Context: an optimization exercise on an open-source flow, tuned for a short achievable clock period and few clock cycles per item. The choices shown serve that exercise and are no tape-out recipe. No functional check of the RTL was part of any run shown here. Power and IR drop assume default switching activity.

**flow/config.mk**
```make
export PLATFORM = sky130hd
export DESIGN_NAME = cpu_top
export DESIGN_NICKNAME = cpu_top
export VERILOG_FILES = /design/flow/design.v
export SDC_FILE = /design/flow/constraint.sdc
export NUM_CORES = 4
export LEC_CHECK = 0
export CAP_MARGIN = 20
export CORE_MARGIN = 2
export CORE_UTILIZATION = 40
export SETUP_SLACK_MARGIN = 5
export SLEW_MARGIN = 20
export SYNTH_HIERARCHICAL = 1
```
**flow/constraint.sdc**
```tcl
create_clock -name core_clock -period 8.0 [get_ports {clk}]
set_input_delay 1.6000 -clock core_clock [delete_from_list [all_inputs] [get_ports {clk}]]
set_output_delay 1.6000 -clock core_clock [all_outputs]
set_load 0.01 [all_outputs]
```
**flow/design.v**
```verilog
`timescale 1ns/100ps
module ks_add16
(
    input  logic [15:0] x,
    input  logic [15:0] y,
    output logic [15:0] s
);
    always_comb begin
        logic [15:0] g, p, gg, pp, ng, np;
        g  = x & y;
        p  = x ^ y;
        gg = g;
        pp = p;
        for (int l = 0; l < 4; l++) begin
            ng = gg;
            np = pp;
            for (int i = 0; i < 16; i++) begin
                if (i >= (1 << l)) begin
                    ng[i] = gg[i] | (pp[i] & gg[i - (1 << l)]);
                    np[i] = pp[i] & pp[i - (1 << l)];
                end
            end
            gg = ng;
            pp = np;
        end
        s = p ^ {gg[14:1], ~(~x[0] | ~y[0]), 1'b0};
    end
endmodule
module inc16
(
    input  logic [15:0] a,
    output logic [15:0] s
);
    always_comb begin
        logic [15:0] pp, np;
        pp = a;
        for (int l = 0; l < 4; l++) begin
            np = pp;
            for (int i = 0; i < 16; i++) begin
                if (i >= (1 << l))
                    np[i] = pp[i] & pp[i - (1 << l)];
            end
            pp = np;
        end
        s = a ^ {pp[14:0], 1'b1};
    end
endmodule
module zflag
(
    input  logic [15:0] a,
    input  logic [15:0] b,
    input  logic        zs_eq,     
    input  logic        zs_ff,     
    input  logic        zs_one,    
    input  logic        zs_and,
    input  logic        zs_or,
    input  logic        zs_add,
    output logic        z
);
    assign z = (zs_eq  && (a == b)) ||
               (zs_ff  && (a == 16'hffff)) ||
               (zs_one && (a == 16'h0001)) ||
               (zs_and && ((a & b) == 16'h0000)) ||
               (zs_or  && ((a | b) == 16'h0000)) ||
               (zs_add && ((a ^ b) == {a[14:0] | b[14:0], 1'b0}));
endmodule
module cpu_top
(
    input  logic        clk,
    input  logic        reset,
    input  logic [15:0] mem_rdata,
    output logic [15:0] mem_addr,
    output logic        mem_we,
    output logic [15:0] mem_wdata,
    output logic        halted
);
    logic [15:0] regs [8];
    logic        z;
    logic [15:0] ma;       
    logic [15:0] man;      
    logic [15:0] mai;
    logic        we;
    logic [15:0] wd;
    logic        ir_v;
    logic [2:0]  ir_rx;
    logic [15:0] ir_pc;    
    logic [15:0] opa;      
    logic [15:0] opb;      
    logic [15:0] opx;      
    logic [15:0] opy;      
    logic [15:0] imm;      
    logic        c_alu;    
    logic        c_cmp;
    logic        c_mov;
    logic        c_ldi;    
    logic        c_ldic;   
    logic        c_jmp;    
    logic        c_ld;
    logic        c_st;
    logic        c_ovl;    
    logic [15:0] ovl_w;    
    logic [15:0] ovl_a;    
    logic        ld_wr;    
    logic [2:0]  ld_rx;    
    logic        f_add;     
    logic        f_sub;     
    logic        f_oth;     
    logic        f_not;
    logic        f_and;
    logic        f_or;
    logic        zs_eq;     
    logic        zs_ff;     
    logic        zs_one;    
    logic        zs_and;
    logic        zs_or;
    logic        zs_add;
    logic        dcyc;
    logic [15:0] ib;        
    logic [15:0] ra;        
    logic [15:0] ra1;       
    logic [15:0] ra2;       
    logic        stale;     
    logic        hlt;       
    logic        run;       
    typedef struct packed {
        logic       halt;
        logic [2:0] rx;
        logic [2:0] ry;
        logic       alu, cmp, mov, ldi, jmp, jz, jnz, ld, st;
        logic       arith, useb, inc, dec, sub, fnot, fand, f_or;
        logic       zeq, zff, zone, zand, zor, zadd;
        logic       simple;    
    } dec_t;
    function automatic dec_t decode(input logic [15:0] w);
        dec_t d;
        logic [5:0] op;
        op = w[15:10];
        d = '0;
        d.rx   = w[9:7];
        d.ry   = w[6:4];
        d.halt = (op == 6'd0);
        d.alu  = (op == 6'd4) || (op == 6'd5) || (op == 6'd6) ||
                 (op == 6'd7) || (op == 6'd8)  || (op == 6'd9) ||
                 (op == 6'd10) || (op == 6'd12);
        d.cmp  = (op == 6'd16);
        d.mov  = (op == 6'd32);
        d.ldi  = (op == 6'd35);
        d.jmp  = (op == 6'd23);
        d.jz   = (op == 6'd24);
        d.jnz  = (op == 6'd25);
        d.ld   = (op == 6'd33);
        d.st   = (op == 6'd37);
        d.arith = (op == 6'd5) || (op == 6'd6) || (op == 6'd10) ||
                  (op == 6'd12) || (op == 6'd16);
        d.useb  = (op == 6'd10) || (op == 6'd12) || (op == 6'd16);
        d.inc   = (op == 6'd5);
        d.dec   = (op == 6'd6);
        d.sub   = (op == 6'd12) || (op == 6'd16);
        d.fnot  = (op == 6'd4);
        d.fand  = (op == 6'd7);
        d.f_or  = (op == 6'd8);
        d.zeq   = (op == 6'd12) || (op == 6'd16) || (op == 6'd9);
        d.zff   = (op == 6'd4) || (op == 6'd5);
        d.zone  = (op == 6'd6);
        d.zand  = (op == 6'd7);
        d.zor   = (op == 6'd8);
        d.zadd  = (op == 6'd10);
        d.simple = !(d.halt || d.ldi || d.jmp || d.jz || d.jnz || d.ld || d.st);
        decode = d;
    endfunction
    logic [15:0] sum, logic_res, other_res, alu_res;
    logic        z_new;
    ks_add16 u_add (
        .x (opx),
        .y (opy),
        .s (sum)
    );
    always_comb begin
        if (f_not)      logic_res = ~opa;
        else if (f_and) logic_res = opa & opb;
        else if (f_or)  logic_res = opa | opb;
        else            logic_res = opa ^ opb;
    end
    assign other_res = c_mov ? opb : (c_ldic ? imm : logic_res);
    assign alu_res   = ({16{f_add}} & sum) | ({16{f_sub}} & ~sum) | ({16{f_oth}} & other_res);
    zflag u_z (
        .a      (opa),
        .b      (opb),
        .zs_eq  (zs_eq),
        .zs_ff  (zs_ff),
        .zs_one (zs_one),
        .zs_and (zs_and),
        .zs_or  (zs_or),
        .zs_add (zs_add),
        .z      (z_new)
    );
    localparam int XC_N = 8;
    localparam int XC_B = 3;
    logic [15:0]        xc_d [XC_N];
    logic [15-XC_B:0]   xc_t [XC_N];
    logic [XC_N-1:0]    xc_v;
    logic x1;           
    logic one_cyc;      
    logic load_rd;      
    logic load_ib;      
    logic lseq;         
    logic ovsel;        
    logic stale_i2;     
    dec_t nd;
    dec_t d_rd, d_ib, d_ov, d_nx;
    logic [15:0] la;    
    logic [15:0] ma1, ma2, la1, la2;
    logic        z_next;
    logic        n_jcc, n_hit;
    logic [15:0] n_xd;
    logic [XC_B-1:0] n_idx;
    assign x1      = ir_v;
    assign one_cyc = !(c_ldi || c_jmp || c_ld || c_st);
    assign load_rd = !dcyc && (!ir_v || one_cyc);
    assign load_ib = dcyc && !stale;
    assign lseq    = load_rd || load_ib;
    assign ovsel   = x1 && (c_ld || c_st) && c_ovl;
    assign stale_i2 = c_st && c_ovl && (opa == ovl_a);
    assign d_rd    = decode(mem_rdata);
    assign d_ib    = decode(ib);
    assign d_ov    = decode(ovl_w);
    assign nd      = dcyc ? d_ib : (ovsel ? d_ov : d_rd);
    assign mai     = ~man;
    logic [15:0] ma2h;
    inc16 u_inc1 (
        .a (mai),
        .s (ma1)
    );
    inc16 u_inc2 (
        .a ({1'b0, mai[15:1]}),
        .s (ma2h)
    );
    assign ma2     = {ma2h[14:0], mai[0]};
    assign la      = dcyc ? ra : mai;
    assign la1     = dcyc ? ra1 : ma1;
    assign la2     = dcyc ? ra2 : ma2;
    assign z_next  = (x1 && (c_alu || c_cmp)) ? z_new : z;
    logic        hit1_r, hit2_r;      
    logic        hit3_r, hit4_r;      
    logic [15:0] xd1_r, xd2_r, xd3_r, xd4_r;
    logic        seq1, seq2;          
    logic        seq3, seq4;          
    logic        hit_ma;
    logic [15:0] xd_ma;
    logic        ra_hit;
    logic [15:0] ra_xd;
    logic        hit1, hit2, hit3, hit4;
    logic [XC_B-1:0] idx1, idx2, idx3, idx4;
    logic [XC_B-1:0] upd_idx;         
    logic        upd;
    assign hit_ma  = (seq1 && hit1_r) || (seq2 && hit2_r) || (seq3 && hit3_r) || (seq4 && hit4_r);
    assign xd_ma   = seq1 ? xd1_r : (seq2 ? xd2_r : (seq3 ? xd3_r : xd4_r));
    assign n_hit   = dcyc ? ra_hit : hit_ma;
    assign n_xd    = dcyc ? ra_xd : xd_ma;
    assign n_idx   = mai[XC_B-1:0];
    function automatic logic xc_hit(input logic [15:0] adr);
        xc_hit = xc_v[adr[XC_B-1:0]] && (xc_t[adr[XC_B-1:0]] == adr[15:XC_B]);
    endfunction
    assign idx1    = la1[XC_B-1:0];
    assign idx2    = la2[XC_B-1:0];
    assign hit1    = dcyc ? xc_hit(ra1) : xc_hit(ma1);
    assign hit2    = dcyc ? xc_hit(ra2) : xc_hit(ma2);
    assign idx3    = n_xd[XC_B-1:0];
    assign idx4    = mem_rdata[XC_B-1:0];
    assign hit3    = dcyc ? xc_hit(ra_xd) :
                     ((seq1 && xc_hit(xd1_r)) || (seq2 && xc_hit(xd2_r)) ||
                      (seq3 && xc_hit(xd3_r)) || (!seq1 && !seq2 && !seq3 && xc_hit(xd4_r)));
    assign hit4    = xc_hit(mem_rdata);
    logic        fill, inval;
    logic [XC_B-1:0] fill_idx, inval_idx;
    assign fill      = x1 && (c_ldi || c_jmp || ((c_ld || c_st) && !c_ovl));
    assign fill_idx  = ir_pc[XC_B-1:0];
    assign inval     = x1 && c_st;
    assign inval_idx = opa[XC_B-1:0] - 1'b1;
    function automatic logic xc_upd(input logic [XC_B-1:0] idx);
        xc_upd = (fill && fill_idx == idx) || (inval && inval_idx == idx);
    endfunction
    assign n_jcc   = nd.jz || nd.jnz;
    logic        ovl_ok;
    assign d_nx    = decode(n_xd);
    assign ovl_ok  = (nd.ld || nd.st) && n_hit && d_nx.simple &&
                     !(nd.ld && (d_nx.rx == nd.rx || d_nx.ry == nd.rx));
    logic        wr_alu;
    logic        wr_mem;
    logic        wb_v;
    logic [2:0]  wb_rx;
    logic [15:0] wb_d;
    assign wr_alu = x1 && (c_alu || c_mov || c_ldic);
    assign wr_mem = (x1 && c_ldi) || (dcyc && ld_wr);
    always_ff @(posedge clk or posedge reset) begin
        if (reset) begin
            for (int i = 0; i < 8; i++) regs[i] <= 16'd0;
            wb_v <= 1'b0;
        end else begin
            for (int i = 0; i < 8; i++) begin
                if ((x1 && c_ldi && ir_rx == 3'(i)) || (dcyc && ld_wr && ld_rx == 3'(i)))
                    regs[i] <= mem_rdata;
                else if (wb_v && wb_rx == 3'(i))
                    regs[i] <= wb_d;
            end
            wb_v <= wr_alu;
        end
    end
    always_ff @(posedge clk) begin
        wb_rx <= ir_rx;
        wb_d  <= alu_res;
    end
    logic [15:0] rd_a, rd_b, rf_a, rf_b;
    logic        fa_alu, fa_mem, fb_alu, fb_mem;
    assign fa_alu = wr_alu && (dcyc ? ir_rx == d_ib.rx : ir_rx == d_rd.rx);
    assign fb_alu = wr_alu && (dcyc ? ir_rx == d_ib.ry : ir_rx == d_rd.ry);
    assign fa_mem = dcyc && ld_wr && ld_rx == d_ib.rx;
    assign fb_mem = dcyc && ld_wr && ld_rx == d_ib.ry;
    function automatic logic [15:0] rf_rd(input logic [2:0] r);
        rf_rd = (wb_v && wb_rx == r) ? wb_d : regs[r];
    endfunction
    assign rf_a = dcyc ? rf_rd(d_ib.rx) : (ovsel ? rf_rd(d_ov.rx) : rf_rd(d_rd.rx));
    assign rf_b = dcyc ? rf_rd(d_ib.ry) : (ovsel ? rf_rd(d_ov.ry) : rf_rd(d_rd.ry));
    assign rd_a = fa_alu ? alu_res : (fa_mem ? mem_rdata : rf_a);
    assign rd_b = fb_alu ? alu_res : (fb_mem ? mem_rdata : rf_b);
    logic [15:0] ma_j;      
    logic [15:0] ma_nj;     
    logic        s1_nj;     
    logic        s2_nj;     
    assign s1_nj = lseq ? !(nd.jmp && n_hit) && !(nd.ldi && n_hit) && !ovl_ok : (!dcyc && c_ldi);
    assign s2_nj = lseq && !(nd.jmp && n_hit) && ((nd.ldi && n_hit) || ovl_ok);
    logic        s3_nj;     
    assign s3_nj = lseq && nd.jmp && n_hit;
    logic        sel_j;
    logic        taken;
    logic [15:0] ma_jt;
    logic [15:0] ma_t, ma_n;
    logic [15:0] ma_d;
    assign sel_j = lseq && n_jcc;
    assign taken = z_next ^ nd.jnz;
    assign ma_jt = n_hit ? n_xd : la1;
    assign ma_t  = sel_j ? ma_jt : ma_nj;
    assign ma_n  = sel_j ? la2 : ma_nj;
    assign ma_d  = taken ? ma_t : ma_n;
    always_comb begin
        if (lseq) begin
            if (nd.jmp && n_hit)
                ma_nj = n_xd;
            else if ((nd.ldi && n_hit) || ovl_ok)
                ma_nj = la2;
            else
                ma_nj = la1;
        end else if (dcyc) begin
            ma_nj = ra;
        end else if (c_ldi) begin
            ma_nj = ma1;
        end else if (c_jmp) begin
            ma_nj = mem_rdata;
        end else if (c_ld) begin
            ma_nj = opb;
        end else begin
            ma_nj = opa;
        end
    end
    always_ff @(posedge clk or posedge reset) begin
        if (reset) begin
            z     <= 1'b0;
            ma    <= 16'h0000;
            man   <= ~16'h0000;
            seq1  <= 1'b0;
            seq2  <= 1'b0;
            seq3  <= 1'b0;
            seq4  <= 1'b0;
            hit1_r <= 1'b0;
            hit2_r <= 1'b0;
            hit3_r <= 1'b0;
            hit4_r <= 1'b0;
            we    <= 1'b0;
            ir_v  <= 1'b0;
            dcyc  <= 1'b0;
            hlt   <= 1'b0;
            run   <= 1'b1;
            xc_v  <= '0;
        end else begin
            if (x1 && (c_alu || c_cmp))
                z <= z_new;
            ma   <= ma_d;
            man  <= ~ma_d;
            seq1 <= taken ? ((sel_j && !n_hit) || (!sel_j && s1_nj)) : (!sel_j && s1_nj);
            seq2 <= taken ? (!sel_j && s2_nj) : (sel_j || s2_nj);
            seq3 <= taken ? ((sel_j && n_hit) || (!sel_j && s3_nj)) : (!sel_j && s3_nj);
            seq4 <= !lseq && !dcyc && !c_ldi && c_jmp;
            hit1_r <= hit1 && !xc_upd(idx1);
            hit2_r <= hit2 && !xc_upd(idx2);
            hit3_r <= hit3 && !xc_upd(idx3);
            hit4_r <= hit4 && !xc_upd(idx4);
            we   <= x1 && c_st && run;
            dcyc <= x1 && (c_ld || c_st);
            if (lseq) begin
                ir_v <= taken ? !nd.halt && !((nd.jmp || n_jcc) && n_hit)
                              : !nd.halt && !n_jcc && !(nd.jmp && n_hit);
                if (nd.halt) begin
                    hlt <= 1'b1;
                    run <= 1'b0;
                end
            end else begin
                ir_v <= ovsel && !stale_i2;
            end
            if (fill)
                xc_v[fill_idx] <= 1'b1;
            if (inval)
                xc_v[inval_idx] <= 1'b0;
        end
    end
    always_ff @(posedge clk) begin
        begin
            ir_rx   <= nd.rx;
            c_ld    <= nd.ld;
            c_st    <= nd.st;
            c_ovl   <= ovl_ok;
            ovl_w   <= n_xd;
            ovl_a   <= la1;
            ld_wr   <= x1 && c_ld;
            ld_rx   <= ir_rx;
            ir_pc   <= ovsel ? ovl_a : la;
            opa     <= rd_a;
            opb     <= rd_b;
            opx     <= rd_a ^ {16{nd.sub}};
            opy     <= nd.useb ? rd_b : {{15{nd.dec}}, nd.dec | nd.inc};
            imm     <= n_xd;
            c_alu   <= nd.alu;
            c_cmp   <= nd.cmp;
            c_mov   <= nd.mov;
            c_ldi   <= nd.ldi && !n_hit;
            c_ldic  <= nd.ldi && n_hit;
            c_jmp   <= nd.jmp || n_jcc;
            f_add   <= nd.arith && !nd.sub;
            f_sub   <= nd.sub;
            f_oth   <= !nd.arith;
            f_not   <= nd.fnot;
            f_and   <= nd.fand;
            f_or    <= nd.f_or;
            zs_eq   <= nd.zeq;
            zs_ff   <= nd.zff;
            zs_one  <= nd.zone;
            zs_and  <= nd.zand;
            zs_or   <= nd.zor;
            zs_add  <= nd.zadd;
        end
        xd1_r <= xc_d[idx1];
        xd2_r <= xc_d[idx2];
        xd3_r <= xc_d[idx3];
        xd4_r <= xc_d[idx4];
        if (x1 && (c_ld || c_st)) begin
            ib    <= mem_rdata;
            ra    <= stale_i2 ? ovl_a : mai;
            ra1   <= ma1;
            ra2   <= ma2;
            stale <= c_st && (stale_i2 || opa == mai);
            ra_xd <= xd_ma;
            ra_hit <= hit_ma && !xc_upd(n_idx);
        end
        if (x1 && c_st)
            wd <= opb;
        if (fill) begin
            xc_d[fill_idx] <= mem_rdata;
            xc_t[fill_idx] <= ir_pc[15:XC_B];
        end
    end
    assign mem_addr  = ma;
    assign mem_we    = we;
    assign mem_wdata = wd;
    assign halted    = hlt;
endmodule
```
**flow/run.sh**
```bash
#!/bin/bash
# synth_recipe.tcl (not shown) runs the flow's synth.tcl, then flattens the netlist and writes it again
# the make line also repeats each setting of config.mk as NAME=value (left out here)
make -C /OpenROAD-flow-scripts/flow DESIGN_CONFIG=/design/flow/config.mk WORK_HOME=/design/flow/orfs CLKGATE_MAP_FILE= SYNTH_SCRIPT=/design/flow/synth_recipe.tcl finish
```
==> impl_metrics.toml, run 1 <==
[worst_hold_path]
hp-class = "reg -> reg"
min-delay-start = "ir_rx[2]"
hold_depth = 0
min_to = "ld_rx[2]"

[floorplanning]
die_area_sq_mm = 0.138
fp.dieH_microns = 371
ios = 52
core_sq_mm = 0.133
die_w_microns = 371
start_util_pct = 40.3
placementRows = 134

[place]
io_buffers = 51
hpwl_microns = 154000
gp_congestion = 1.02

[synth]
synth_area_per_cell_sq_um = 10.2
syn_inst = 5277
yosys_warnings = 10
synth_area_sq_mm = 0.0538
syn-num-nets = 5385

[worst_setup_path]
r2r_start = "dcyc"
critical-path-max-stage-delay_ps = 560
cp_max_fo = 8
cp.arrival_ps = 4000
critPathKind = "in -> reg"
cpMostUsedCell = "buf_12"
ff2ff_path_depth = 9
ff2ff_setup_slack_ps = 4640
cp_cell_sequence = "buf_12 -> buf_12 -> or4b_4 -> nor4_4 -> a221oi_2 -> clkinv_2 -> o221a_4 -> o211ai_4 -> o22ai_4 -> o32ai_4 -> a221o_1"
start_kind = "primary input"
cpMaxStageDelayCell = "or4b_4"
setup.worst_path.end_class = "register"
required_ps = 8630
timing.rr.end = "man[8]"

[timing]
finClkSkew_ps = 67.4
rsz0062_at_grt = "true"
setup_viol = 0
holdWs_ps = 422
slew_headroom_pct = 20.1
finalMaxSlewViolations = 0
fin_setup_tns_ps = 0
worst_pin_slew_ps = 1200
timing.fmax_ghz = 0.297
final.min_clock_period_ps = 3370
hold_viol = 0
post-route-period-util_pct = 42.1

[clock_network]
cts-root-buf = "clkbuf_16"
clkLatencyLatePin_ps = 770
clockBufferDepth = 3
numCtsBuffers = 85
cts_hold_buf = 0
cts.clk_slew.worst_paths_ps = 60
h-tree-depth = 3
cts_tree = "done"
cts.sinks = 736

[grt]
track_usage_pct = 34.2
antenna_found_initial = 10
grt_pass1_wl_microns = 341000
grt_pass1_vias = 45900
grt_max_degree = 70
grt-ovfl-total = 0

[drt]
drc = 0
viasPerCell = 6.88
ant_nets = 0
num_vias = 49400
dr.pass1.iters = 9
wl_per_cell_microns = 34.0
wirelength_microns = 244000
drt_iter0_drc = 7697

[layout]
drive_above_1_share_pct = 27.6
reg.largest.list = "regs x128, xc_d x128, xc_t x104"
syn2layout_area_growth_pct = 19.8
fin_nets = 5437

[status]
status = "finished clean"

[power]
p_sw_w = 0.0109
p_comb_share_pct = 52.7
leakage_nw = 24.2
p_seq_share_pct = 29.6
clkPwrFrac_pct = 17.7
switching_share_pct = 46.0
pwr_density_cell_mw_per_mm2 = 366
internal_power_w = 0.0127
vdd_ir_drop_max_mv = 0.259

[flow_run]
cap_violations = 0
[worst max-delay path by stage]
stage | from | endpoint | cells after the start
3_3_place_gp | mem_rdata[13] | man[2] | 10
6_report | mem_rdata[12] | man[8] | 11
3_5_place_dp | mem_rdata[13] | man[2] | 10
2_1_floorplan | reset | dcyc | 1
5_1_grt | mem_rdata[12] | ma[14] | 13
4_1_cts | mem_rdata[12] | man[8] | 11
[layout by cell type (no fill, tap or decap), drive strengths merged, types with 23 or more instances in the layout]
cell type    n
mux2i      462
xor2       162
a211oi      78
xnor2      129
buf        352
a21oi      220
nand2      649
clkbuf     130
clkinv      23
edfxtp     326
o221ai      24
ha          89
a21o        36
nand3      223
nor4        38
a221o       27
o21ai      369
dfxtp      227
nor3        40
nor2       238
a221oi      79
nand2b      38
dfrtp      166
nor2b       53
mux2       121
mux4       386
inv        170
a31oi       26
o211ai      35
o22ai       72
a22oi       30
nand4       55
[critical path: cells and delay by family]
family                 cells  cell delay, ps
AO/OA/AOI/OAI              6            1300
buffers and inverters      3             370
AND/OR/NAND/NOR            2             720
[area by class of cell]
class	instances	area, sq um
diodes	2	5.00
repair buffers	414	4880
multi-input cells	3915	34600
clock inverters	43	480
fillers	12100	68900
inverters	177	781
flip-flops and latches	736	19100
clock buffers	117	2480
well taps	1768	2210
[metrics by stage]
| stage | power [W] | worst slack, ps | cells | utilization, % | area [sq um] |
|---|---|---|---|---|---|
| 5_1_grt | 0.0243 | 4590 | 7171 | 48.3 | 64500 |
| 2_1_floorplan | 0.0131 | 4060 | 5277 | - | 54600 |
| 6_report | 0.0236 | 4630 | 7172 | 48.3 | 64500 |
| 3_5_place_dp | 0.0170 | 2790 | 6774 | 42.1 | 56100 |
| 3_3_place_gp | 0.0169 | 2820 | 6773 | 42.1 | 56100 |
| 4_1_cts | 0.0223 | 4590 | 7065 | 46.8 | 62400 |
[what timing repair did]
action,CTS,global route
gates cloned,24,9
buffers inserted,107,96
gates resized for setup,475,269
endpoints found under the setup margin,537,345
pin swaps,49,86
[layer usage]
metal	track usage, %	vias to the layer above	part of all wire [%]
li1	-	20100	-
met1	43.6	24400	36
met2	50.8	3885	42
met3	11.0	1000	13
met4	19.9	13	7.8
met5	0.839	-	0.10
[power groups by stage]
stage	Sequential, W	Clock [W]	Combinational, W
finish	0.00698	0.00419	0.0124
global route	0.00699	0.00436	0.0130
CTS	0.00682	0.00422	0.0113
detailed placement	0.00685	0	0.0102
global placement	0.00686	0	0.0101
floorplan	0.00582	0	0.00728
==> run 2: changes to the inputs <==
--- a/flow/design.v
+++ b/flow/design.v
@@ -28,40 +28,2 @@
 endmodule
-module inc16
-(
-    input  logic [15:0] a,
-    output logic [15:0] s
-);
-    always_comb begin
-        logic [15:0] pp, np;
-        pp = a;
-        for (int l = 0; l < 4; l++) begin
-            np = pp;
-            for (int i = 0; i < 16; i++) begin
-                if (i >= (1 << l))
-                    np[i] = pp[i] & pp[i - (1 << l)];
-            end
-            pp = np;
-        end
-        s = a ^ {pp[14:0], 1'b1};
-    end
-endmodule
-module zflag
-(
-    input  logic [15:0] a,
-    input  logic [15:0] b,
-    input  logic        zs_eq,     
-    input  logic        zs_ff,     
-    input  logic        zs_one,    
-    input  logic        zs_and,
-    input  logic        zs_or,
-    input  logic        zs_add,
-    output logic        z
-);
-    assign z = (zs_eq  && (a == b)) ||
-               (zs_ff  && (a == 16'hffff)) ||
-               (zs_one && (a == 16'h0001)) ||
-               (zs_and && ((a & b) == 16'h0000)) ||
-               (zs_or  && ((a | b) == 16'h0000)) ||
-               (zs_add && ((a ^ b) == {a[14:0] | b[14:0], 1'b0}));
-endmodule
 module cpu_top
@@ -185,13 +147,8 @@
     assign alu_res   = ({16{f_add}} & sum) | ({16{f_sub}} & ~sum) | ({16{f_oth}} & other_res);
-    zflag u_z (
-        .a      (opa),
-        .b      (opb),
-        .zs_eq  (zs_eq),
-        .zs_ff  (zs_ff),
-        .zs_one (zs_one),
-        .zs_and (zs_and),
-        .zs_or  (zs_or),
-        .zs_add (zs_add),
-        .z      (z_new)
-    );
+    assign z_new = (zs_eq  && (opa == opb)) ||
+                   (zs_ff  && (opa == 16'hffff)) ||
+                   (zs_one && (opa == 16'h0001)) ||
+                   (zs_and && ((opa & opb) == 16'h0000)) ||
+                   (zs_or  && ((opa | opb) == 16'h0000)) ||
+                   (zs_add && ((opa ^ opb) == {opa[14:0] | opb[14:0], 1'b0}));
     localparam int XC_N = 8;
@@ -228,12 +185,4 @@
     assign mai     = ~man;
-    logic [15:0] ma2h;
-    inc16 u_inc1 (
-        .a (mai),
-        .s (ma1)
-    );
-    inc16 u_inc2 (
-        .a ({1'b0, mai[15:1]}),
-        .s (ma2h)
-    );
-    assign ma2     = {ma2h[14:0], mai[0]};
+    assign ma1     = mai + 16'd1;
+    assign ma2     = mai + 16'd2;
     assign la      = dcyc ? ra : mai;
@@ -243,6 +192,4 @@
     logic        hit1_r, hit2_r;      
-    logic        hit3_r, hit4_r;      
-    logic [15:0] xd1_r, xd2_r, xd3_r, xd4_r;
+    logic [15:0] xd1_r, xd2_r;
     logic        seq1, seq2;          
-    logic        seq3, seq4;          
     logic        hit_ma;
@@ -251,8 +198,8 @@
     logic [15:0] ra_xd;
-    logic        hit1, hit2, hit3, hit4;
-    logic [XC_B-1:0] idx1, idx2, idx3, idx4;
+    logic        hit1, hit2;
+    logic [XC_B-1:0] idx1, idx2;
     logic [XC_B-1:0] upd_idx;         
     logic        upd;
-    assign hit_ma  = (seq1 && hit1_r) || (seq2 && hit2_r) || (seq3 && hit3_r) || (seq4 && hit4_r);
-    assign xd_ma   = seq1 ? xd1_r : (seq2 ? xd2_r : (seq3 ? xd3_r : xd4_r));
+    assign hit_ma  = (seq1 && hit1_r) || (seq2 && hit2_r);
+    assign xd_ma   = seq1 ? xd1_r : xd2_r;
     assign n_hit   = dcyc ? ra_hit : hit_ma;
@@ -260,15 +207,6 @@
     assign n_idx   = mai[XC_B-1:0];
-    function automatic logic xc_hit(input logic [15:0] adr);
-        xc_hit = xc_v[adr[XC_B-1:0]] && (xc_t[adr[XC_B-1:0]] == adr[15:XC_B]);
-    endfunction
     assign idx1    = la1[XC_B-1:0];
     assign idx2    = la2[XC_B-1:0];
-    assign hit1    = dcyc ? xc_hit(ra1) : xc_hit(ma1);
-    assign hit2    = dcyc ? xc_hit(ra2) : xc_hit(ma2);
-    assign idx3    = n_xd[XC_B-1:0];
-    assign idx4    = mem_rdata[XC_B-1:0];
-    assign hit3    = dcyc ? xc_hit(ra_xd) :
-                     ((seq1 && xc_hit(xd1_r)) || (seq2 && xc_hit(xd2_r)) ||
-                      (seq3 && xc_hit(xd3_r)) || (!seq1 && !seq2 && !seq3 && xc_hit(xd4_r)));
-    assign hit4    = xc_hit(mem_rdata);
+    assign hit1    = xc_v[idx1] && (xc_t[idx1] == la1[15:XC_B]);
+    assign hit2    = xc_v[idx2] && (xc_t[idx2] == la2[15:XC_B]);
     logic        fill, inval;
@@ -331,4 +269,2 @@
     assign s2_nj = lseq && !(nd.jmp && n_hit) && ((nd.ldi && n_hit) || ovl_ok);
-    logic        s3_nj;     
-    assign s3_nj = lseq && nd.jmp && n_hit;
     logic        sel_j;
@@ -371,8 +307,4 @@
             seq2  <= 1'b0;
-            seq3  <= 1'b0;
-            seq4  <= 1'b0;
             hit1_r <= 1'b0;
             hit2_r <= 1'b0;
-            hit3_r <= 1'b0;
-            hit4_r <= 1'b0;
             we    <= 1'b0;
@@ -390,8 +322,4 @@
             seq2 <= taken ? (!sel_j && s2_nj) : (sel_j || s2_nj);
-            seq3 <= taken ? ((sel_j && n_hit) || (!sel_j && s3_nj)) : (!sel_j && s3_nj);
-            seq4 <= !lseq && !dcyc && !c_ldi && c_jmp;
             hit1_r <= hit1 && !xc_upd(idx1);
             hit2_r <= hit2 && !xc_upd(idx2);
-            hit3_r <= hit3 && !xc_upd(idx3);
-            hit4_r <= hit4 && !xc_upd(idx4);
             we   <= x1 && c_st && run;
@@ -451,4 +379,2 @@
         xd2_r <= xc_d[idx2];
-        xd3_r <= xc_d[idx3];
-        xd4_r <= xc_d[idx4];
         if (x1 && (c_ld || c_st)) begin
==> run 2 against run 1 <==
Critical path depth increased by 1; non-clock buffer count fell by 76; global-route usage shrank 2.6 points; first-iteration DRC count fell by 26%; critical path type is now reg -> reg; total power is 18% lower.
==> impl_metrics.toml, run 2 <==
[worst_setup_path]
cp.arrival_ps = 4060
required_ps = 8520
cp_max_fo = 2
critical-path-max-stage-delay_ps = 550
cpMaxStageDelayCell = "a222oi_1"
critPathTopFamily = "compound AO/OA/AOI/OAI gates"
critPathKind = "reg -> reg"
start_kind = "register"
cp_cell_sequence = "ha_4 -> fa_2 -> a211oi_2 -> o21bai_1 -> a21oi_2 -> o21ai_2 -> xor2_1 -> mux2_4 -> a221o_1 -> a222oi_1 -> o31ai_2 -> xnor2_1"
ff2ff_path_depth = 12
setup.worst_path.end_class = "register"
path_buf_inv = 0
cp.depth = 12

[drt]
drt_iter0_drc = 5672
dr.pass1.iters = 8
viasPerCell = 6.54
ant_nets = 0
drc = 0
wirelength_microns = 176000
wl_per_cell_microns = 30.6
num_vias = 37600

[timing]
hold_viol = 0
timing.fmax_ghz = 0.282
post-route-period-util_pct = 44.3
finClkSkew_ps = 40.6
slew_headroom_pct = 21.3
fin_setup_tns_ps = 0
rsz0062_at_grt = "true"
finalMaxSlewViolations = 0
final.min_clock_period_ps = 3550
setup_viol = 0
worst_pin_slew_ps = 1180

[floorplanning]
fp.dieH_microns = 328
placementRows = 118
core_sq_mm = 0.104
start_util_pct = 40.4
die_w_microns = 328
die_area_sq_mm = 0.107
ios = 52

[layout]
final_util_pct = 49.1
reg.largest.list = "regs x128, xc_d x128, xc_t x104"
final_cell_mix = "nand2_1 (606), edfxtp_1 (326), mux2i_1 (296), o21ai_0 (279), nor2_1 (193)"
syn2layout_area_growth_pct = 21.5
fin_nets = 4382
drive_above_1_share_pct = 22.8
final_common_cell = "nand2_1"

[synth]
synth-seq-cells = 691
yosys-top-cells-count = "nand2_1 (615), edfxtp_1 (326), mux2i_1 (316)"
muxShareOfSynthArea_pct = 17.1
synth_top_family_by_area = "multiplexers"
yosysMostFrequentCell = "nand2_1"
synth_area_sq_mm = 0.0419
yosys.area_share.simple_pct = 13.8
ys_top_cells_by_area = "edfxtp_1 (23%), dfrtp_1 (9.7%), dfxtp_1 (8.9%)"
synth_top_cell_by_area = "edfxtp_1"
synthArstFlopShare_pct = 25.9
synth_area_per_cell_sq_um = 9.87
yosys_warnings = 9
synth-xor-area-share_pct = 3.84
synth_edf_count = 326
synth-adder-area-share_pct = 1.86
synth.distinct_cells = 94
syn_inst = 4243
yosysSeqAreaShare_pct = 43.0
netlist.area_leader.share_pct = 23.4
syn-num-nets = 4322
ys.flop_type = "edfxtp_1"
synth_compound_area_share_pct = 15.8

[power]
clkPwrFrac_pct = 18.9
p_seq_share_pct = 33.6
switching_share_pct = 44.3
pwr_density_cell_mw_per_mm2 = 379
internal_power_w = 0.0108
p_sw_w = 0.00855
p_comb_share_pct = 47.5
fin_total_pwr_w = 0.0193
leakage_nw = 19.3
vdd_ir_drop_max_mv = 0.291

[grt]
track_usage_pct = 31.6
grt-ovfl-total = 0
grt_pass1_vias = 35000
antenna_found_initial = 15
grt_pass1_wl_microns = 249000
grt_max_degree = 109

[status]
status = "finished clean"

[place]
gp_congestion = 1.01
hpwl_microns = 109000
io_buffers = 51

[worst_hold_path]
hp-class = "reg -> reg"
hold_depth = 0

[clock_network]
cts-root-buf = "clkbuf_16"
h-tree-depth = 3
cts.clk_slew.worst_paths_ps = 60
cts_tree = "done"
clockBufferDepth = 3
cts.sinks = 691
clkLatencyLatePin_ps = 680
numCtsBuffers = 78

[flow_run]
cap_violations = 0
==> run 2: cell types whose count changed in the layout (fill, tap and decap cells not counted), sizes merged, moves of 34 or more <==
cell / delta
mux4: -251
mux2i: -144
buf: -77
nand3: -77
xor2: -68
o21ai: -59
a21oi: -58
dfxtp: -41
inv: -41
mux2: -40
xnor2: -40
nand2: -34
==> run 2: worst register-to-register path, stage by stage, from the launching register on <==
cell and delay, ps:
dfxtp_2 330, ha_4 160, fa_2 360, a211oi_2 280
o21bai_1 160, a21oi_2 200, o21ai_2 80, xor2_1 210
mux2_4 320, a221o_1 380, a222oi_1 560, o31ai_2 210
xnor2_1 170
==> run 2: Yosys stat by module (local to each module, per instance) <==
module | cells inside | flops+latches
ks_add16 | 90 | 0
cpu_top | 4153 | 691
==> run 2: cell families after synthesis <==
kind of cell	count (synthesis)
AO/OA/AOI/OAI	992
buffers and inverters	501
XOR/XNOR	183
flip-flops	691
adder cells (fa/ha/maj)	62
AND/OR/NAND/NOR	1280
multiplexers	534
==> run 2: path summary, 6_finish.rpt <==
kind                       startpoint         end  slack [ps]
min                          ir_rx[2]    ld_rx[2]         470
max in group asynchronous       reset        dcyc        5360
max reg2reg                    opy[0]      opx[8]        4450
min reg2reg                  ir_rx[2]    ld_rx[2]         470
min in group asynchronous       reset  regs[3][5]        1310
max                            opy[0]      opx[8]        4450
==> run 2: layout make-up <==
class / count / area [sq um]
Inverter: 136 / 596
Multi-Input combinational cell: 3055 / 23800
Tap cell: 1380 / 1730
Timing Repair Buffer: 338 / 4020
Timing Repair inverter: 3 / 33.8
Fill cell: 9305 / 52700
Antenna cell: 1 / 2.50
Clock buffer: 110 / 2220
Sequential cell: 691 / 18100
Clock inverter: 35 / 378
==> run 2: per-layer routing <==
layer / vias up / part of all wire, % / track usage [%]
met5: - / 0.20 / 0.710
met4: 23 / 6.9 / 17.3
met3: 684 / 13 / 9.99
met2: 2697 / 40 / 44.4
met1: 18400 / 39 / 43.1
li1: 15800 / - / -
==> run 2: what timing repair did <==
| action | CTS | global route |
|---|---|---|
| gates cloned | 25 | 8 |
| setup endpoints to repair | 324 | 146 |
| hold buffers | 0 | 0 |
| pin swaps | 68 | 86 |
| resized for setup | 458 | 133 |
| setup buffers | 110 | 57 |
| endpoints found under the hold margin | 0 | 0 |
==> run 2: power by group through the flow <==
stage | Combinational, W | Clock, W | Sequential, W
2_1_floorplan | 0.00569 | 0 | 0.00538
3_3_place_gp | 0.00751 | 0 | 0.00638
3_5_place_dp | 0.00759 | 0 | 0.00636
4_1_cts | 0.00858 | 0.00368 | 0.00634
5_1_grt | 0.00968 | 0.00383 | 0.00650
6_report | 0.00918 | 0.00365 | 0.00649
==> run 2: stage by stage <==
stage / setup slack, ps / hold WS, ps / instance area (sq um) / std cells
4_1_cts: 4670 / 474 / 49600 / 5683
3_5_place_dp: 2620 / 469 / 44000 / 5403
5_1_grt: 4590 / 487 / 50900 / 5749
2_1_floorplan: 4120 / 329 / 42600 / 4243
6_report: 4450 / 471 / 50900 / 5749
3_3_place_gp: 2680 / 462 / 44000 / 5403
==> run 3: changes to the inputs <==
--- a/flow/design.v
+++ b/flow/design.v
@@ -165,3 +165,4 @@
     logic stale_i2;     
-    dec_t nd;
+    dec_t nd;           
+    dec_t ns;           
     dec_t d_rd, d_ib, d_ov, d_nx;
@@ -184,2 +185,3 @@
     assign nd      = dcyc ? d_ib : (ovsel ? d_ov : d_rd);
+    assign ns      = dcyc ? d_ib : d_rd;
     assign mai     = ~man;
@@ -220,7 +222,7 @@
     endfunction
-    assign n_jcc   = nd.jz || nd.jnz;
+    assign n_jcc   = ns.jz || ns.jnz;
     logic        ovl_ok;
     assign d_nx    = decode(n_xd);
-    assign ovl_ok  = (nd.ld || nd.st) && n_hit && d_nx.simple &&
-                     !(nd.ld && (d_nx.rx == nd.rx || d_nx.ry == nd.rx));
+    assign ovl_ok  = (ns.ld || ns.st) && n_hit && d_nx.simple &&
+                     !(ns.ld && (d_nx.rx == ns.rx || d_nx.ry == ns.rx));
     logic        wr_alu;
@@ -267,4 +269,4 @@
     logic        s2_nj;     
-    assign s1_nj = lseq ? !(nd.jmp && n_hit) && !(nd.ldi && n_hit) && !ovl_ok : (!dcyc && c_ldi);
-    assign s2_nj = lseq && !(nd.jmp && n_hit) && ((nd.ldi && n_hit) || ovl_ok);
+    assign s1_nj = lseq ? !(ns.jmp && n_hit) && !(ns.ldi && n_hit) && !ovl_ok : (!dcyc && c_ldi);
+    assign s2_nj = lseq && !(ns.jmp && n_hit) && ((ns.ldi && n_hit) || ovl_ok);
     logic        sel_j;
@@ -275,3 +277,3 @@
     assign sel_j = lseq && n_jcc;
-    assign taken = z_next ^ nd.jnz;
+    assign taken = z_next ^ ns.jnz;
     assign ma_jt = n_hit ? n_xd : la1;
@@ -282,5 +284,5 @@
         if (lseq) begin
-            if (nd.jmp && n_hit)
+            if (ns.jmp && n_hit)
                 ma_nj = n_xd;
-            else if ((nd.ldi && n_hit) || ovl_ok)
+            else if ((ns.ldi && n_hit) || ovl_ok)
                 ma_nj = la2;
@@ -327,5 +329,5 @@
             if (lseq) begin
-                ir_v <= taken ? !nd.halt && !((nd.jmp || n_jcc) && n_hit)
-                              : !nd.halt && !n_jcc && !(nd.jmp && n_hit);
-                if (nd.halt) begin
+                ir_v <= taken ? !ns.halt && !((ns.jmp || n_jcc) && n_hit)
+                              : !ns.halt && !n_jcc && !(ns.jmp && n_hit);
+                if (ns.halt) begin
                     hlt <= 1'b1;
@@ -363,3 +365,3 @@
             c_ldic  <= nd.ldi && n_hit;
-            c_jmp   <= nd.jmp || n_jcc;
+            c_jmp   <= nd.jmp || nd.jz || nd.jnz;
             f_add   <= nd.arith && !nd.sub;
==> run 3 against run 2 <==
Register-to-register slack improved by 280 ps; largest cell class unchanged; largest power group unchanged; synthesized cell count increased by 5.3%; first-iteration DRC count rose by 7.1%.
==> impl_metrics.toml, run 3 <==
[status]
status = "finished clean"

[power]
pwr_density_cell_mw_per_mm2 = 369
vdd_ir_drop_max_mv = 0.223
leakage_nw = 19.2

[layout]
final_cell_mix = "nand2_1 (578), edfxtp_1 (326), o21ai_0 (305), nor2_1 (298), mux2i_1 (237)"
fillers = 9517
stdcell_count = 5962
syn2layout_area_growth_pct = 21.2
multi_input_area_sq_mm = 0.0242
drive_above_1_share_pct = 21.9
final_common_cell = "nand2_1"
fin_nets = 4584
reg.largest.list = "regs x128, xc_d x128, xc_t x104"
regArea_sq_mm = 0.0181

[synth]
yosys-top-cells-count = "nand2_1 (586), o21ai_0 (345), edfxtp_1 (326)"
yosysMostFrequentCell = "nand2_1"
ys_top_cells_by_area = "edfxtp_1 (23%), dfrtp_1 (9.6%), dfxtp_1 (8.8%)"
syn-num-nets = 4548
ys.flop_type = "edfxtp_1"
netlist.area_leader.share_pct = 23.1
synth_top_cell_by_area = "edfxtp_1"
synth.distinct_cells = 95
syn_inst = 4469
yosysSeqAreaShare_pct = 42.5
synth_edf_count = 326
yosys_warnings = 9
synth_area_per_cell_sq_um = 9.49
synth-seq-cells = 691
synth_area_sq_mm = 0.0424
synthArstFlopShare_pct = 25.9

[clock_network]
h-tree-depth = 3
cts.sinks = 691
cts.clk_slew.worst_paths_ps = 60
clockBufferDepth = 3
cts-root-buf = "clkbuf_16"
clkLatencyLatePin_ps = 690
cts_hold_buf = 0
numCtsBuffers = 79
cts_tree = "done"

[drt]
ant_nets = 0
wirelength_microns = 180000
viasPerCell = 6.58
drc = 0
drt_iter0_drc = 6075
wl_per_cell_microns = 30.2
dr.pass1.iters = 10
num_vias = 39200

[worst_setup_path]
setup.worst_path.end_class = "register"
cp_max_fo = 2
timing.rr.end = "opx[14]"
critPathKind = "reg -> reg"
cp.arrival_ps = 3840
ff2ff_setup_slack_ps = 4730
required_ps = 8580
r2r_start = "opx[0]"
ff2ff_path_depth = 13
start_kind = "register"

[floorplanning]
die_area_sq_mm = 0.109
start_util_pct = 40.3
fp.dieH_microns = 330
ios = 52
placementRows = 119
die_w_microns = 330
core_sq_mm = 0.105

[timing]
finalMaxSlewViolations = 0
rsz0062_at_grt = "true"
fin_setup_tns_ps = 0
hold_viol = 0
post-route-period-util_pct = 40.9
timing.fmax_ghz = 0.306
finClkSkew_ps = 32.0
final.min_clock_period_ps = 3270
setup_viol = 0
worst_pin_slew_ps = 1010
slew_headroom_pct = 32.3

[grt]
grt_max_degree = 97
antenna_found_initial = 6
track_usage_pct = 32.1
grt_pass1_vias = 36400
grt_pass1_wl_microns = 257000
grt-ovfl-total = 0

[worst_hold_path]
hp-class = "reg -> reg"
min_to = "ld_rx[2]"
min-delay-start = "ir_rx[2]"
hold_depth = 0

[place]
dp_cells = 5619
hpwl_microns = 112000
io_buffers = 51
gp_congestion = 1.00

[flow_run]
cap_violations = 0
## run 3: cell types whose count changed after synthesis, sizes merged, moves of 17 or more
cell and change:
a22o +32, xor2 -18, nand3 +19, mux2 +24, mux4 -32, nand2 -28
a31oi -17, xnor2 +20, buf +24, mux2i -61, a21oi +90, o21ai +41
nor2 +98, a221oi +32
## run 3: Yosys stat by module (local to each module, per instance)
module / cells inside / flops+latches / copies in the design / area (sq um)
ks_add16: 90 / 0 / 1 / 687
cpu_top: 4379 / 691 / 1 / 41700
## run 3: cell families after synthesis
logic type               after synthesis  share of synthesized area [%]
buffers and inverters                539                           5.00
multiplexers                         465                           14.4
flip-flops                           691                           42.5
adder cells (fa/ha/maj)               61                           1.82
AO/OA/AOI/OAI                       1166                           18.1
XOR/XNOR                             185                           3.82
AND/OR/NAND/NOR                     1362                           14.4
## run 3: worst max-delay path, cell delays in order, from the launching register on
cell      delay (ps)
dfxtp_2          340
ha_4             180
fa_2             420
a211oi_4         280
o21ai_2           80
a21oi_2          270
o21ai_2          110
xor2_2           170
nor2b_1           60
a221o_1          290
a311oi_4         380
a21oi_2          110
a211o_1          330
xnor2_1          140
## run 3: per-stage QoR
step	total power, W	worst slack [ps]	util (%)	hold WS (ps)	instance area, sq um
after floorplan	0.0111	4120	-	326	43200
after global placement	0.0138	2880	42.3	435	44600
after detailed placement	0.0139	2850	42.3	437	44600
after CTS	0.0182	4570	47.4	443	49900
after global routing	0.0197	4660	48.8	459	51400
final	0.0189	4730	48.8	444	51400
## run 3: per-layer routing
metal  track usage, %  up-vias  share of wire [%]
met5                0        -              0.030
met4             15.9        8                5.9
met3             8.38      663                 12
met2             46.7     2785                 42
met1             44.1    19200                 40
li1                 -    16600                  -
## run 3: worst max-delay path by stage
stage / from / end / slack (ps) / depth (start not counted)
after floorplan: reset / dcyc / 4120 / 1
after global placement: mem_rdata[7] / man[0] / 2880 / 9
after detailed placement: mem_rdata[7] / man[1] / 2850 / 9
after CTS: man[1] / hit1_r / 4570 / 10
after global routing: opx[0] / opx[12] / 4660 / 13
final: opx[0] / opx[14] / 4730 / 13
## run 3: final cells by class
type,instances,area share (%)
Timing Repair Buffer,344,7.74
Inverter,143,1.27
Timing Repair inverter,3,0.0560
Clock inverter,38,0.850
Clock buffer,108,4.40
Antenna cell,1,0.00487
Multi-Input combinational cell,3243,47.1
Tap cell,1391,3.39
Sequential cell,691,35.2
## run 3: repair_timing
item                       CTS  global route
setup buffers              109            57
setup endpoints to repair  314           120
pin swaps                   41            78
resized for setup          343           181
cloned                      22             8
## run 3: power breakdown
part | switching, W | total, W | internal [W]
Sequential | 0.00157 | 0.00629 | 0.00472
Combinational | 0.00515 | 0.00885 | 0.00369
Clock | 0.00159 | 0.00381 | 0.00222
Total | 0.00832 | 0.0189 | 0.0106
==> run 4: changes to the inputs <==
--- a/flow/design.v
+++ b/flow/design.v
@@ -184,3 +184,5 @@
     assign d_ov    = decode(ovl_w);
-    assign nd      = dcyc ? d_ib : (ovsel ? d_ov : d_rd);
+    logic rd_sel;
+    assign rd_sel  = !dcyc && !ovsel;
+    assign nd      = rd_sel ? d_rd : (dcyc ? d_ib : d_ov);
     assign ns      = dcyc ? d_ib : d_rd;
@@ -261,4 +263,4 @@
     endfunction
-    assign rf_a = dcyc ? rf_rd(d_ib.rx) : (ovsel ? rf_rd(d_ov.rx) : rf_rd(d_rd.rx));
-    assign rf_b = dcyc ? rf_rd(d_ib.ry) : (ovsel ? rf_rd(d_ov.ry) : rf_rd(d_rd.ry));
+    assign rf_a = rd_sel ? rf_rd(d_rd.rx) : (dcyc ? rf_rd(d_ib.rx) : rf_rd(d_ov.rx));
+    assign rf_b = rd_sel ? rf_rd(d_rd.ry) : (dcyc ? rf_rd(d_ib.ry) : rf_rd(d_ov.ry));
     assign rd_a = fa_alu ? alu_res : (fa_mem ? mem_rdata : rf_a);
==> run 4 against run 3 <==
Still clean; cell count is 1.6% higher; combinational power up 56%; register-to-register slack lost 40 ps; utilization up 0.49 points; clock skew increased by 5.6 ps; hold slack improved by 4.6 ps; cell area grew 2.6%; non-clock buffer count increased by 60; largest power group unchanged; highest routed layer unchanged.
==> impl_metrics.toml, run 4 <==
[clock_network]
cts_hold_buf = 0
cts.sinks = 691
cts_tree = "done"
cts-root-buf = "clkbuf_16"
cts.clk_slew.worst_paths_ps = 60
clockBufferDepth = 3
clkLatencyLatePin_ps = 690
numCtsBuffers = 79
h-tree-depth = 3

[timing]
setup_viol = 0
timing.fmax_ghz = 0.303
hold_viol = 0
fin_ws_ps = 4690
finClkSkew_ps = 37.6
slew_headroom_pct = 24.1
final.min_clock_period_ps = 3310
rsz0062_at_grt = "true"
fin_setup_tns_ps = 0
worst_pin_slew_ps = 1130
post-route-period-util_pct = 41.3
finalMaxSlewViolations = 0

[drt]
viasPerCell = 6.67
wl_per_cell_microns = 31.2
drt_iter0_drc = 6028
dr.pass1.iters = 10
num_vias = 40400
ant_nets = 0
drc = 0
wirelength_microns = 189000

[synth]
synth-xor-area-share_pct = 3.60
yosysMostFrequentCell = "nand2_1"
yosys.area_share.simple_pct = 14.3
synth_edf_count = 326
ys_top_cells_by_area = "edfxtp_1 (23%), dfrtp_1 (9.4%), dfxtp_1 (8.7%)"
synthArstFlopShare_pct = 25.9
synth_compound_area_share_pct = 18.0
synth-adder-area-share_pct = 1.79
ys.flop_type = "edfxtp_1"
synth-seq-cells = 691
yosysSeqAreaShare_pct = 41.9
synth_top_cell_by_area = "edfxtp_1"
synth_area_per_cell_sq_um = 9.58
syn-num-nets = 4568
yosys-top-cells-count = "nand2_1 (607), o21ai_0 (354), edfxtp_1 (326)"
synth_area_sq_mm = 0.0430
netlist.area_leader.share_pct = 22.8
muxShareOfSynthArea_pct = 15.3
syn_inst = 4489
synth.distinct_cells = 103
yosys_warnings = 9
synth_top_family_by_area = "compound AO/OA/AOI/OAI gates"

[place]
gp_congestion = 1.00
dp_slack_ps = 3130
hpwl_microns = 114000
io_buffers = 51

[layout]
reg.largest.list = "regs x128, xc_d x128, xc_t x104"
fin_nets = 4665
final_util_pct = 49.3
drive_above_1_share_pct = 22.4
final_common_cell = "nand2_1"
syn2layout_area_growth_pct = 22.5
final_cell_mix = "nand2_1 (601), edfxtp_1 (326), mux2i_1 (308), o21ai_0 (307), nor2_1 (236)"
fillers = 9718

[worst_setup_path]
required_ps = 8620
ff2ff_path_depth = 15
setup.worst_path.end_class = "register"
r2r_start = "opa[2]"
timing.rr.end = "man[11]"
ff2ff_setup_slack_ps = 4690
cp.arrival_ps = 3930
start_kind = "register"
cp_max_fo = 9
critPathKind = "reg -> reg"

[floorplanning]
die_area_sq_mm = 0.110
core_sq_mm = 0.107
ios = 52
fp.dieH_microns = 332
start_util_pct = 40.2
placementRows = 120
die_w_microns = 332

[grt]
grt_max_degree = 91
grt_pass1_wl_microns = 269000
grt_pass1_vias = 37500
grt-ovfl-total = 0
antenna_found_initial = 10
track_usage_pct = 33.0

[power]
pwr_density_cell_mw_per_mm2 = 471
leakage_nw = 20.3
vdd_ir_drop_max_mv = 0.259

[status]
status = "finished clean"

[worst_hold_path]
min_to = "ld_rx[2]"
hp-class = "reg -> reg"
hold_depth = 0
min-delay-start = "ir_rx[2]"

[flow_run]
cap_violations = 0
run 4: changes by cell type in the layout (fill, tap and decap cells not counted), sizes merged, moves of 16 or more:
cell,delta
a31oi,+26
nor2,-63
a21oi,-19
mux2i,+68
nand2b,+16
buf,+57
nand3,-23
xnor2,-19
mux2,-30
nand2,+21
a22o,-39
run 4: logic make-up after synthesis:
group,after synthesis
compound gates,1178
simple gates,1338
mux,510
xor+xnor,177
buf+inv,534
fa+ha+maj,61
flops,691
run 4: final cells by class:
cell class / instances / area [sq um] / share of cell area (%)
tap: 1403 / 1760 / 3.33
antenna: 5 / 12.5 / 0.0237
inverter: 141 / 598 / 1.14
timing repair buffer: 404 / 4820 / 9.16
clock inverter: 31 / 408 / 0.774
multi-input combinational: 3268 / 24700 / 46.9
timing repair inverter: 1 / 8.76 / 0.0166
clock buffer: 115 / 2280 / 4.34
sequential: 691 / 18100 / 34.4
run 4: per-layer routing:
metal / GRT usage (%) / vias to the layer above / wire length, microns
met5: 0 / - / 55
met1: 44.0 / 19600 / 72200
met2: 47.7 / 3136 / 78800
met4: 18.5 / 8 / 13000
met3: 9.84 / 828 / 25100
li1: - / 16900 / -
run 4: worst max-delay path by stage:
stage	start	to	slack, ps	cells past startpoint
final	opa[2]	man[11]	4690	15
after CTS	dcyc	hit2_r	4650	9
after detailed placement	mem_rdata[10]	ma[14]	3130	10
after global routing	opa[2]	man[11]	4610	15
after floorplan	reset	dcyc	4120	1
after global placement	mem_rdata[10]	ma[14]	3210	10
run 4: metrics by stage:
stage                     std cells  power, W  hold WS [ps]  instance area, sq um
after floorplan                4489    0.0144           329                 43800
after global placement         5668    0.0184           427                 45100
after detailed placement       5668    0.0185           428                 45100
after CTS                      5974    0.0236           435                 51100
after global routing           6054    0.0258           447                 52700
final                          6059    0.0248           449                 52700
run 4: report_power, final:
part           leakage [nW]  internal, W  switching (W)
sequential             6.50      0.00509        0.00206
clock                  1.32      0.00222        0.00161
combinational          12.5      0.00576        0.00807
total                  20.3       0.0131         0.0117
run 4: repair_timing:
| item | 4_1_cts | 5_1_grt |
|---|---|---|
| endpoints found under the setup margin | 274 | 169 |
| setup buffers | 127 | 73 |
| pin swaps | 84 | 86 |
| gates cloned | 33 | 7 |
| gates resized for setup | 443 | 163 |
run 4: critical path, stage by stage (launching register included):
cell and delay [ps]:
dfxtp_1 300, buf_4 270, inv_1 80, ha_1 340, xor2_1 160, nand4_1 180, nor4_4 340, buf_4 210
a221o_1 210, a211oi_4 60, buf_6 150, buf_6 130, buf_16 140, or2_4 220, a32o_2 260, a31o_2 210
run 4: per-module statistics from Yosys, one instance, submodules excluded:
module	cell area, sq um	flops+latches	times used
ks_add16	687	0	1
cpu_top	42300	691	1

[port drivers added, routing unchanged]
The flow's constraints put no driver on any port. The routed layouts listed below were extracted and timed again, unchanged, in two steps. Step 1 sets driving cells, clkbuf_16 on the clock port and buf_2 on the other inputs (assumed; they add their load-dependent delay and slew). Step 2 also shifts input and output timing later by t, the mid clock arrival at the registers, as if the neighbouring blocks saw the same clock. Three values: ideal ports, drivers, drivers and shift; two values: the first two.
run | t (ns) | slack for setup (ns) | slew at the worst register clock pin (ns)
run 1 | 0.810 | 4.634 / 4.642 / 3.857 | 0.08 / 0.08
run 2 | 0.724 | 4.454 / 4.454 / 3.838 | 0.07 / 0.07
run 3 | 0.746 | 4.731 / 4.731 / 4.048 | 0.07 / 0.07
run 4 | 0.756 | 4.695 / 4.695 / 3.968 | 0.07 / 0.07
After both steps setup and hold are still met in every run listed. For run 1, which loses most, drivers alone change the setup slack by +0.008 ns; drivers and shift together by -0.777 ns.
